This is an optimization exercise on Yosys and OpenROAD, whose aim is small area and few clock cycles per item, not a production implementation.
The RTL was checked by simulation tests, not by an equivalence proof against the original design.

## run A
Design complex_mult_stream, start of the top module:
module complex_mult_stream
#(
  parameter int DIN_W  = cmplx_pkg::DIN_W_DEF,
  parameter int DOUT_W = cmplx_pkg::DOUT_W_DEF,
  parameter int SHIFT  = cmplx_pkg::SHIFT_DEF,
  parameter int TAG_W  = cmplx_pkg::TAG_W_DEF
) (
  input  logic                     i_clk,
  input  logic                     i_rst,
  input  logic                     i_valid,
  output logic                     o_ready,
  input  logic signed [DIN_W-1:0]  i_real_h,
  input  logic signed [DIN_W-1:0]  i_imag_h,
  input  logic signed [DIN_W-1:0]  i_real_y,
  input  logic signed [DIN_W-1:0]  i_imag_y,
  input  logic                     i_conj,
  input  logic [TAG_W-1:0]         i_tag,
  output logic                     o_valid,
  input  logic                     i_ready,
  output logic signed [DOUT_W-1:0] o_real,
  output logic signed [DOUT_W-1:0] o_imag,
  output logic [TAG_W-1:0]         o_tag,
  output logic                     o_ovf
);
Size in the first run: roughly 2700 cells after synthesis, about 45 flip-flops, roughly 120 I/O pins.
==> flow/config.mk <==
export PLATFORM = sky130hd
export DESIGN_NAME = complex_mult_stream
export DESIGN_NICKNAME = complex_mult_stream
export VERILOG_FILES = /design/flow/design.v
export SDC_FILE = /design/flow/constraint.sdc
export NUM_CORES = 4
export LEC_CHECK = 0
export ABC_AREA = 1
export CAP_MARGIN = 5
export CORE_MARGIN = 2
export CORE_UTILIZATION = 60
export PLACE_DENSITY = 0.75
export SLEW_MARGIN = 5
export SYNTH_HIERARCHICAL = 1
==> flow/constraint.sdc <==
create_clock -name core_clock -period 7.5 [get_ports {i_clk}]
set_input_delay 1.5000 -clock core_clock [delete_from_list [all_inputs] [get_ports {i_clk}]]
set_output_delay 1.5000 -clock core_clock [all_outputs]
set_load 0.01 [all_outputs]
standard.sh (not shown) runs the stock make flow with config.mk's settings and CLKGATE_MAP_FILE= SYNTH_SCRIPT=/design/flow/synth_recipe.tcl, a recipe that flattens the netlist after the stock synthesis.
==> flow/flow/run.sh <==
#!/bin/bash
# The standard layout (standard.sh), except that the port buffers that
# buffer_ports inserts are buf_2 cells rather than the resizer's default pick.
set -o pipefail
export BUFFER_PORTS_ARGS="-buffer_cell sky130_fd_sc_hd__buf_2"
bash standard.sh > standard.log 2>&1
Testbench counts of run A, summed over its fixed seeds: cycles 4,808, items 4,800.
What run B does differently from run A at the input level:
# run A
export LEC_CHECK = 0
export ABC_AREA = 1
export CAP_MARGIN = 5
export CORE_MARGIN = 2
export CORE_UTILIZATION = 60
export PLACE_DENSITY = 0.75
export SLEW_MARGIN = 5
export SYNTH_HIERARCHICAL = 1
create_clock -name core_clock -period 7.5 [get_ports {i_clk}]
# run B
export LEC_CHECK = 0
export ABC_AREA = 1
export CAP_MARGIN = 20
export CORE_MARGIN = 2
export CORE_UTILIZATION = 60
export PLACE_DENSITY = 0.75
export SLEW_MARGIN = 20
export SYNTH_HIERARCHICAL = 1
create_clock -name core_clock -period 7.5 [get_ports {i_clk}]
==> flow/run.sh (new file) <==
#!/bin/bash
# synth_recipe.tcl (not shown) runs the flow's synth.tcl, then flattens the netlist and writes it again
# the make line also repeats each setting of config.mk as NAME=value (left out here)
make -C /OpenROAD-flow-scripts/flow DESIGN_CONFIG=/design/flow/config.mk WORK_HOME=/design/flow/orfs CLKGATE_MAP_FILE= SYNTH_SCRIPT=/design/flow/synth_recipe.tcl finish
removed: flow/flow/run.sh
removed: flow/standard.sh
### Flow results
Run B completed end to end with timing, DRC and antenna clean.
Run A -> run B: total area of multi-input combinational cells flat
Here is what was changed in the inputs of run C compared with run B.
# run B
export LEC_CHECK = 0
export ABC_AREA = 1
export CAP_MARGIN = 20
export CORE_MARGIN = 2
export CORE_UTILIZATION = 60
export PLACE_DENSITY = 0.75
export SLEW_MARGIN = 20
export SYNTH_HIERARCHICAL = 1
create_clock -name core_clock -period 7.5 [get_ports {i_clk}]
# run C
export LEC_CHECK = 0
export ABC_AREA = 1
export CAP_MARGIN = 0
export CORE_MARGIN = 2
export CORE_UTILIZATION = 60
export PLACE_DENSITY = 0.75
export SLEW_MARGIN = 0
export SYNTH_HIERARCHICAL = 1
create_clock -name core_clock -period 7.5 [get_ports {i_clk}]
==> flow/flow/run.sh (new file) <==
#!/bin/bash
# The standard layout (standard.sh), except that the port buffers that
# buffer_ports inserts are buf_1 cells rather than the resizer's default pick.
set -o pipefail
export BUFFER_PORTS_ARGS="-buffer_cell sky130_fd_sc_hd__buf_1"
bash standard.sh > standard.log 2>&1
==> flow/standard.sh (new file) <==
#!/bin/bash
# synth_recipe.tcl (not shown) runs the flow's synth.tcl, then flattens the netlist and writes it again
# the make line also repeats each setting of config.mk as NAME=value (left out here)
make -C /OpenROAD-flow-scripts/flow DESIGN_CONFIG=/design/flow/config.mk WORK_HOME=/design/flow/orfs CLKGATE_MAP_FILE= SYNTH_SCRIPT=/design/flow/synth_recipe.tcl "${@:-finish}"
removed: flow/run.sh
Findings:
On worst hold slack, run B beats run C.
Taking run B over run C, the non-clock buffer count ratio works out to 1.3.
From run B to run C the numbers moved as follows: sequential share of layout area increased by 0.27 points relative to the old numbers; die area roughly the same.
diff inputs: run C => run D
# run C
export LEC_CHECK = 0
export ABC_AREA = 1
export CAP_MARGIN = 0
export CORE_MARGIN = 2
export CORE_UTILIZATION = 60
export PLACE_DENSITY = 0.75
export SLEW_MARGIN = 0
export SYNTH_HIERARCHICAL = 1
create_clock -name core_clock -period 7.5 [get_ports {i_clk}]
# run D
export LEC_CHECK = 0
export ABC_AREA = 1
export CAP_MARGIN = 20
export CORE_MARGIN = 2
export CORE_UTILIZATION = 55
export PLACE_DENSITY = 0.7
export SLEW_MARGIN = 20
export SYNTH_HIERARCHICAL = 1
create_clock -name core_clock -period 7.5 [get_ports {i_clk}]
==> flow/flow/run.sh <==
#!/bin/bash
# The standard layout (standard.sh), except that the port buffers that
# buffer_ports inserts are buf_2 cells rather than the resizer's default pick.
set -o pipefail
export BUFFER_PORTS_ARGS="-buffer_cell sky130_fd_sc_hd__buf_2"
bash standard.sh > standard.log 2>&1
--- outcome ---
The share of the clock period used by the worst path of run D is higher than that of run C.
As far as clock network area share is concerned, run C and run D perform about the same.
Delta (run D minus run C): wire length on met2 up 2.9%.
Run C → run D: post-synthesis to final-layout area growth now sits higher; utilization after layout moved down; number of placed I/O pins about even.
From run C to run D, flip-flop and latch count did not move at all.
There was hardly any difference in routed length per placed instance between run D and run C.
Changes in run E relative to run D:
# run D
export LEC_CHECK = 0
export ABC_AREA = 1
export CAP_MARGIN = 20
export CORE_MARGIN = 2
export CORE_UTILIZATION = 55
export PLACE_DENSITY = 0.7
export SLEW_MARGIN = 20
export SYNTH_HIERARCHICAL = 1
create_clock -name core_clock -period 7.5 [get_ports {i_clk}]
# run E
export LEC_CHECK = 0
export ABC_AREA = 1
export CAP_MARGIN = 20
export CORE_MARGIN = 2
export CORE_UTILIZATION = 62
export PLACE_DENSITY = 0.78
export SLEW_MARGIN = 20
export SYNTH_HIERARCHICAL = 1
create_clock -name core_clock -period 7.5 [get_ports {i_clk}]
==> flow/flow/run.sh <==
#!/bin/bash
# The standard layout (standard.sh), except that the port buffers that
# buffer_ports inserts are buf_1 cells rather than the resizer's default pick.
set -o pipefail
export BUFFER_PORTS_ARGS="-buffer_cell sky130_fd_sc_hd__buf_1"
bash standard.sh > standard.log 2>&1
==> run notes <==
- Per the comparison of run E with run D, final-layout clock buffer total went up; wire length of the first global-routing pass went up; core utilization of the finished layout went up.
- The start point of the critical path comes out i_real_y[11] in one run and i_real_y[1] in the other, namely in run E and run D respectively.
The inputs of run F differ from those of run E as listed below.
# run E
export LEC_CHECK = 0
export ABC_AREA = 1
export CAP_MARGIN = 20
export CORE_MARGIN = 2
export CORE_UTILIZATION = 62
export PLACE_DENSITY = 0.78
export SLEW_MARGIN = 20
export SYNTH_HIERARCHICAL = 1
create_clock -name core_clock -period 7.5 [get_ports {i_clk}]
# run F
export LEC_CHECK = 0
export ABC_AREA = 1
export CAP_MARGIN = 20
export CORE_MARGIN = 2
export CORE_UTILIZATION = 60
export PLACE_DENSITY = 0.7
export SLEW_MARGIN = 20
export SYNTH_HIERARCHICAL = 1
create_clock -name core_clock -period 7.5 [get_ports {i_clk}]
From run E to run F the numbers moved as follows: time the final worst path needs with I/O delays and setup decreased by 0.10 ns relative to the old numbers; overall die area climbed about 3.3%. Compared with run E, run F shows global-route wire length before repair that has gone down slightly. From run E to run F the numbers moved as follows: global-route usage over all layers moved down, area growth from synthesis to final layout level. Run E → run F: count of standard-cell rows increased by 1.4% relative to the old numbers; core utilization down 2.0 points; first-iteration detailed-routing DRC count rose by 33. Clock skew after layout of run F is on par with run E.

==> afterwards: timing with drivers on the ports <==
How much do the figures lean on ideal ports? The routed layouts below were timed once more, with nothing changed but the port constraints.
Step 1 (the two cells are an assumption about what drives the block):
set clk [get_ports {i_clk}]
set_driving_cell -lib_cell sky130_fd_sc_hd__clkbuf_16 $clk
set_driving_cell -lib_cell sky130_fd_sc_hd__buf_2 [delete_from_list [all_inputs] $clk]
Step 2 adds t to the input delays and takes it off the output delays; t is the mean of the earliest and latest rising clock arrival at the registers after step 1. Input paths then give back, and output paths get back, about the clock's delay inside the block.
Slacks: ideal / step 1 / step 2; pairs: ideal / step 1.
| run | t (ns) | setup slack, ns | worst setup path after step 2 | clock arrival spread, ns |
|---|---|---|---|---|
| run A | 0.381 | 0.284 / 0.281 / -0.100 | input to register | 0.010 / 0.011 |
| run B | 0.386 | 0.189 / 0.223 / -0.163 | input to register | 0.006 / 0.006 |
| run C | 0.377 | 0.286 / 0.274 / -0.103 | input to register | 0.009 / 0.009 |
| run D | 0.390 | 0.135 / 0.176 / -0.213 | input to register | 0.015 / 0.015 |
| run E | 0.369 | 0.148 / 0.174 / -0.196 | input to register | 0.009 / 0.009 |
| run F | 0.397 | 0.253 / 0.191 / -0.206 | input to register | 0.013 / 0.013 |
Met with ideal ports but missed after step 2: setup timing in every run listed. For run F, which loses most, drivers alone change the setup slack by -0.062 ns; drivers and shift together by -0.459 ns.
